From an optimization exercise on the open Yosys and OpenROAD flow, aimed at small area, a short achievable clock period and few clock cycles per item; shortcuts taken in it are not production practice.
Function was checked by simulation only, so behaviour that the tests miss may differ from the original.
Power is estimated from default activity; no workload was simulated.

==> flow/design.v (excerpt) <==
module sha1_block_ctrl (
  input  logic         clk,
  input  logic         reset,
  input  logic         init,
  input  logic         word_valid,
  output logic         word_ready,
  input  logic [31:0]  word_data,
  output logic         busy,
  output logic         digest_valid,
  output logic [159:0] digest
);
Size: about 4400 cells after synthesis, ~50000 um^2 of cells after synthesis.
==> module sha1_block_ctrl, before the edit <==
module sha1_block_ctrl (
  input  logic         clk,
  input  logic         reset,
  input  logic         init,
  input  logic         word_valid,
  output logic         word_ready,
  input  logic [31:0]  word_data,
  output logic         busy,
  output logic         digest_valid,
  output logic [159:0] digest
);
  logic [3:0]   cnt_q;
  logic [5:0]   p_q;
  logic [1:0]   g_q, gn_q;
  logic         busy_q, fin_q, dv_q, first_q, l39_q, sel0_q, ldsel_q;
  logic [159:0] h_q;
  logic [31:0]  a_q, b_q, c_q, f0_q, pe_q, qd_q;
  logic [31:0]  we_q [8];
  logic [31:0]  wo_q [8];
  logic         take, ld, ldsel, pq0, sel0, step, last, fold;
  logic [1:0]   gnn_s;
  logic [5:0]   pnn_s;
  logic [31:0]  k_s, pe_x, pe_w, qd_x, qd_w, pe_d, qd_d;
  logic [127:0] st_init;
  logic [31:0]  a1_s, a2_s, wen_s, won_s, f0_d, f0_h, f0_1, f0_0;
  assign word_ready   = !busy_q && !init;
  assign busy         = busy_q;
  assign digest_valid = dv_q;
  assign digest       = h_q;
  assign take = word_valid && word_ready;
  assign ld   = take && (cnt_q == 4'd0);
  assign pq0  = take && (cnt_q == 4'd2);
  assign sel0  = sel0_q;    
  assign ldsel = ldsel_q;   
  assign step = (busy_q && !fin_q) || (take && !cnt_q[0] && (cnt_q[3:2] != 2'd0));
  assign last = l39_q;      
  assign fold = last || fin_q;
  assign pnn_s = p_q + 6'd2;
  assign gnn_s = (pnn_s < 6'd10) ? 2'd0 : (pnn_s < 6'd20) ? 2'd1 : (pnn_s < 6'd30) ? 2'd2 : 2'd3;
  assign k_s   = fold ? 32'd0 : sha1_pkg::k_sel(gn_q);
  assign pe_x = sel0 ? h_q[31:0] : c_q;
  assign pe_w = fold ? h_q[31:0] : we_q[7];
  assign qd_x = sel0 ? h_q[63:32] : fin_q ? b_q : sha1_pkg::rotl30(b_q);
  assign qd_w = fold ? h_q[63:32] : wo_q[7];
  assign pe_d = sha1_pkg::add_ks(sha1_pkg::csa_s(pe_x, k_s, pe_w),
                                 sha1_pkg::csa_c(pe_x, k_s, pe_w));
  assign qd_d = sha1_pkg::add_ks(sha1_pkg::csa_s(qd_x, k_s, qd_w),
                                 sha1_pkg::csa_c(qd_x, k_s, qd_w));
  assign wen_s = sha1_pkg::rotl1(wo_q[6] ^ we_q[4] ^ we_q[1] ^ we_q[0]);
  assign won_s = sha1_pkg::rotl1(we_q[7] ^ wo_q[4] ^ wo_q[1] ^ wo_q[0]);
  sha1_round u_round (
    .a_i(a_q), .b_i(b_q), .c_i(c_q), .f0_i(f0_q), .p_i(pe_q), .q_i(qd_q),
    .g_i(g_q), .a1_o(a1_s), .a2_o(a2_s)
  );
  assign st_init = first_q ? sha1_pkg::H_INIT[159:32] : h_q[159:32];
  assign f0_h = sha1_pkg::f_sel(2'd0, st_init[95:64], st_init[63:32], st_init[31:0]);
  assign f0_1 = ldsel ? f0_h : sha1_pkg::f_sel(gn_q, 32'hFFFFFFFF, sha1_pkg::rotl30(a_q),
                                               sha1_pkg::rotl30(b_q));
  assign f0_0 = ldsel ? f0_h : sha1_pkg::f_sel(gn_q, 32'h00000000, sha1_pkg::rotl30(a_q),
                                               sha1_pkg::rotl30(b_q));
  assign f0_d = (a1_s & f0_1) | (~a1_s & f0_0);
  always_ff @(posedge clk or posedge reset) begin
    if (reset) begin
      cnt_q   <= 4'd0;
      p_q     <= 6'd0;
      g_q     <= 2'd0;
      gn_q    <= 2'd0;
      l39_q   <= 1'b0;
      sel0_q  <= 1'b0;
      ldsel_q <= 1'b1;
      busy_q  <= 1'b0;
      fin_q   <= 1'b0;
      dv_q    <= 1'b0;
      first_q <= 1'b1;
    end else if (init) begin
      cnt_q   <= 4'd0;
      p_q     <= 6'd0;
      g_q     <= 2'd0;
      gn_q    <= 2'd0;
      l39_q   <= 1'b0;
      sel0_q  <= 1'b0;
      ldsel_q <= 1'b1;
      busy_q  <= 1'b0;
      fin_q   <= 1'b0;
      dv_q    <= 1'b0;
      first_q <= 1'b1;
    end else begin
      if (take) begin
        cnt_q   <= cnt_q + 4'd1;
        dv_q    <= 1'b0;
        sel0_q  <= (cnt_q == 4'd1);
        ldsel_q <= 1'b0;
        if (cnt_q == 4'd15) busy_q <= 1'b1;
      end
      if (ld) begin
        first_q <= 1'b0;
        p_q     <= 6'd0;
        g_q     <= 2'd0;
        gn_q    <= 2'd0;
        l39_q   <= 1'b0;
      end else if (step) begin
        p_q   <= p_q + 6'd1;
        g_q   <= gn_q;
        gn_q  <= gnn_s;
        l39_q <= (p_q == 6'd38);
      end
      if (last) begin
        fin_q <= 1'b1;
        l39_q <= 1'b0;
      end
      if (fin_q) begin
        fin_q   <= 1'b0;
        ldsel_q <= 1'b1;
        busy_q <= 1'b0;
        dv_q   <= 1'b1;
      end
    end
  end
  always_ff @(posedge clk) begin
    if (ld && first_q) begin
      h_q <= sha1_pkg::H_INIT;
    end else if (last) begin
      h_q <= {pe_d, qd_d, h_q[159:64]};
    end else if (fin_q) begin
      h_q <= {sha1_pkg::add_bk(h_q[95:64], a_q), qd_d, pe_d, h_q[127:96], h_q[159:128]};
    end
    if (ld || step) begin
      a_q  <= ldsel ? st_init[127:96] : a2_s;
      b_q  <= ldsel ? st_init[95:64]  : a1_s;
      c_q  <= ldsel ? st_init[63:32]  : sha1_pkg::rotl30(a_q);
      f0_q <= f0_d;
    end
    if (pq0 || step) begin
      pe_q <= pe_d;
      qd_q <= qd_d;
    end
  end
  always_ff @(posedge clk) begin
    if (busy_q || (take && !cnt_q[0])) begin
      for (int i = 0; i < 7; i++) we_q[i] <= we_q[i+1];
      we_q[7] <= busy_q ? wen_s : word_data;
    end
    if (busy_q || (take && cnt_q[0])) begin
      for (int i = 0; i < 7; i++) wo_q[i] <= wo_q[i+1];
      wo_q[7] <= busy_q ? won_s : word_data;
    end
  end
endmodule
clock: 10.0 ns
lec_check: 0
cap_margin: 20
core_margin: 2
core_utilization: 55
cts_cluster_diameter: 60
cts_cluster_size: 24
place_density: 0.65
setup_slack_margin: 5.0
slew_margin: 20
standard.sh (not shown) runs the stock make flow with config.mk's settings and CLKGATE_MAP_FILE= SYNTH_SCRIPT=/design/flow/synth_recipe.tcl, a recipe that flattens the netlist after the stock synthesis.
==> flow/flow/run.sh <==
#!/bin/bash
# The standard layout (standard.sh), with three repair settings changed:
# the port buffers are sky130_fd_sc_hd__buf_2 rather than the delay buffer
# buffer_ports picks by default, clock tree synthesis adds no dummy loads, and
# timing repair aims for 5.4 ns of setup slack. Each tool's output is in
# standard.log and ORFS's logs under orfs/.
set -o pipefail
export BUFFER_PORTS_ARGS="-buffer_cell sky130_fd_sc_hd__buf_2"
export CTS_ARGS="-sink_clustering_enable -repair_clock_nets -sink_clustering_size 24 -sink_clustering_max_diameter 60 -dont_use_dummy_load"
bash standard.sh SETUP_SLACK_MARGIN=5.4 finish > standard.log 2>&1
The first run finished clean.
Testbench counts at the start, summed over its fixed seeds: cycles 6,536, blocks 128.
Rerun with:
--- a/flow/design.v
+++ b/flow/design.v
@@ -160,13 +160,13 @@
   logic [31:0]  wo_q [8];
   logic         take, ld, ldsel, pq0, sel0, step, last, fold;
   logic [1:0]   gnn_s;
   logic [5:0]   pnn_s;
   logic [31:0]  k_s, pe_x, pe_w, qd_x, qd_w, pe_d, qd_d;
   logic [127:0] st_init;
-  logic [31:0]  a1_s, a2_s, wen_s, won_s, f0_d, f0_h, f0_1, f0_0;
+  logic [31:0]  a1_s, a2_s, wen_s, won_s, f0_d;
   assign word_ready   = !busy_q && !init;
   assign busy         = busy_q;
   assign digest_valid = dv_q;
   assign digest       = h_q;
   assign take = word_valid && word_ready;
   assign ld   = take && (cnt_q == 4'd0);
@@ -177,32 +177,28 @@
   assign last = l39_q;      
   assign fold = last || fin_q;
   assign pnn_s = p_q + 6'd2;
   assign gnn_s = (pnn_s < 6'd10) ? 2'd0 : (pnn_s < 6'd20) ? 2'd1 : (pnn_s < 6'd30) ? 2'd2 : 2'd3;
   assign k_s   = fold ? 32'd0 : sha1_pkg::k_sel(gn_q);
   assign pe_x = sel0 ? h_q[31:0] : c_q;
-  assign pe_w = fold ? h_q[31:0] : we_q[7];
+  assign pe_w = last ? h_q[31:0] : fin_q ? h_q[95:64] : we_q[7];
   assign qd_x = sel0 ? h_q[63:32] : fin_q ? b_q : sha1_pkg::rotl30(b_q);
-  assign qd_w = fold ? h_q[63:32] : wo_q[7];
+  assign qd_w = last ? h_q[63:32] : fin_q ? h_q[127:96] : wo_q[7];
   assign pe_d = sha1_pkg::add_ks(sha1_pkg::csa_s(pe_x, k_s, pe_w),
                                  sha1_pkg::csa_c(pe_x, k_s, pe_w));
   assign qd_d = sha1_pkg::add_ks(sha1_pkg::csa_s(qd_x, k_s, qd_w),
                                  sha1_pkg::csa_c(qd_x, k_s, qd_w));
   assign wen_s = sha1_pkg::rotl1(wo_q[6] ^ we_q[4] ^ we_q[1] ^ we_q[0]);
   assign won_s = sha1_pkg::rotl1(we_q[7] ^ wo_q[4] ^ wo_q[1] ^ wo_q[0]);
   sha1_round u_round (
     .a_i(a_q), .b_i(b_q), .c_i(c_q), .f0_i(f0_q), .p_i(pe_q), .q_i(qd_q),
     .g_i(g_q), .a1_o(a1_s), .a2_o(a2_s)
   );
   assign st_init = first_q ? sha1_pkg::H_INIT[159:32] : h_q[159:32];
-  assign f0_h = sha1_pkg::f_sel(2'd0, st_init[95:64], st_init[63:32], st_init[31:0]);
-  assign f0_1 = ldsel ? f0_h : sha1_pkg::f_sel(gn_q, 32'hFFFFFFFF, sha1_pkg::rotl30(a_q),
-                                               sha1_pkg::rotl30(b_q));
-  assign f0_0 = ldsel ? f0_h : sha1_pkg::f_sel(gn_q, 32'h00000000, sha1_pkg::rotl30(a_q),
-                                               sha1_pkg::rotl30(b_q));
-  assign f0_d = (a1_s & f0_1) | (~a1_s & f0_0);
+  assign f0_d = ldsel ? sha1_pkg::f_sel(2'd0, st_init[95:64], st_init[63:32], st_init[31:0])
+                      : sha1_pkg::f_sel(gn_q, a1_s, sha1_pkg::rotl30(a_q), sha1_pkg::rotl30(b_q));
   always_ff @(posedge clk or posedge reset) begin
     if (reset) begin
       cnt_q   <= 4'd0;
       p_q     <= 6'd0;
       g_q     <= 2'd0;
       gn_q    <= 2'd0;
@@ -258,15 +254,18 @@
     end
   end
   always_ff @(posedge clk) begin
     if (ld && first_q) begin
       h_q <= sha1_pkg::H_INIT;
     end else if (last) begin
-      h_q <= {pe_d, qd_d, h_q[159:64]};
+      h_q[31:0]  <= pe_d;
+      h_q[63:32] <= qd_d;
     end else if (fin_q) begin
-      h_q <= {sha1_pkg::add_bk(h_q[95:64], a_q), qd_d, pe_d, h_q[127:96], h_q[159:128]};
+      h_q[95:64]   <= pe_d;
+      h_q[127:96]  <= qd_d;
+      h_q[159:128] <= sha1_pkg::add_bk(h_q[159:128], a_q);
     end
     if (ld || step) begin
       a_q  <= ldsel ? st_init[127:96] : a2_s;
       b_q  <= ldsel ? st_init[95:64]  : a1_s;
       c_q  <= ldsel ? st_init[63:32]  : sha1_pkg::rotl30(a_q);
       f0_q <= f0_d;
=> Synthesized cell count falls by 3.3%. Final area shrinks by 0.99%. Global-route usage drops by 1.1 points. Count of clock-buffer cells in the layout climbs by 1. Worst setup slack got worse by 0.25 ns. Core utilization came out higher by 0.63 points. Area after synthesis shrinks by 2.0%. Sequential share of layout area climbs by 0.44 points. Non-clock buffer count came out higher by 12. Die area goes down by 2.0%. Critical path depth increases by 1. Cell count went down by 2.3%. Sequential power hardly moves. Flip-flop and latch count is unchanged.
Testbench counts after the change, summed over its fixed seeds: cycles 6,536, blocks 128.

## static timing again, ports no longer ideal
The results above use ideal ports. As a check the final layouts listed here were re-extracted and re-timed, cells and wires unchanged.
Step 1: set_driving_cell puts a clkbuf_16 on clk and a buf_2 on each other input, an assumption about the parent block.
Step 2 moves the port delays by t, midway between the first and last clock arrival at a register: inputs arrive t later, outputs are due t later. That takes back most of the time a late clock gives input paths.
Three values: no drivers, after step 1, after step 2; two values: the first two.
run	shift t [ns]	setup slack, ns	latest minus earliest clock arrival (ns)
the first run	0.726	5.389 / 5.389 / 4.925	0.076 / 0.076
the second run	0.711	5.138 / 5.138 / 4.961	0.086 / 0.086
After both steps setup and hold are still met in every run listed. For the first run, which loses most, drivers alone change the setup slack by 0.000 ns; drivers and shift together by -0.464 ns.
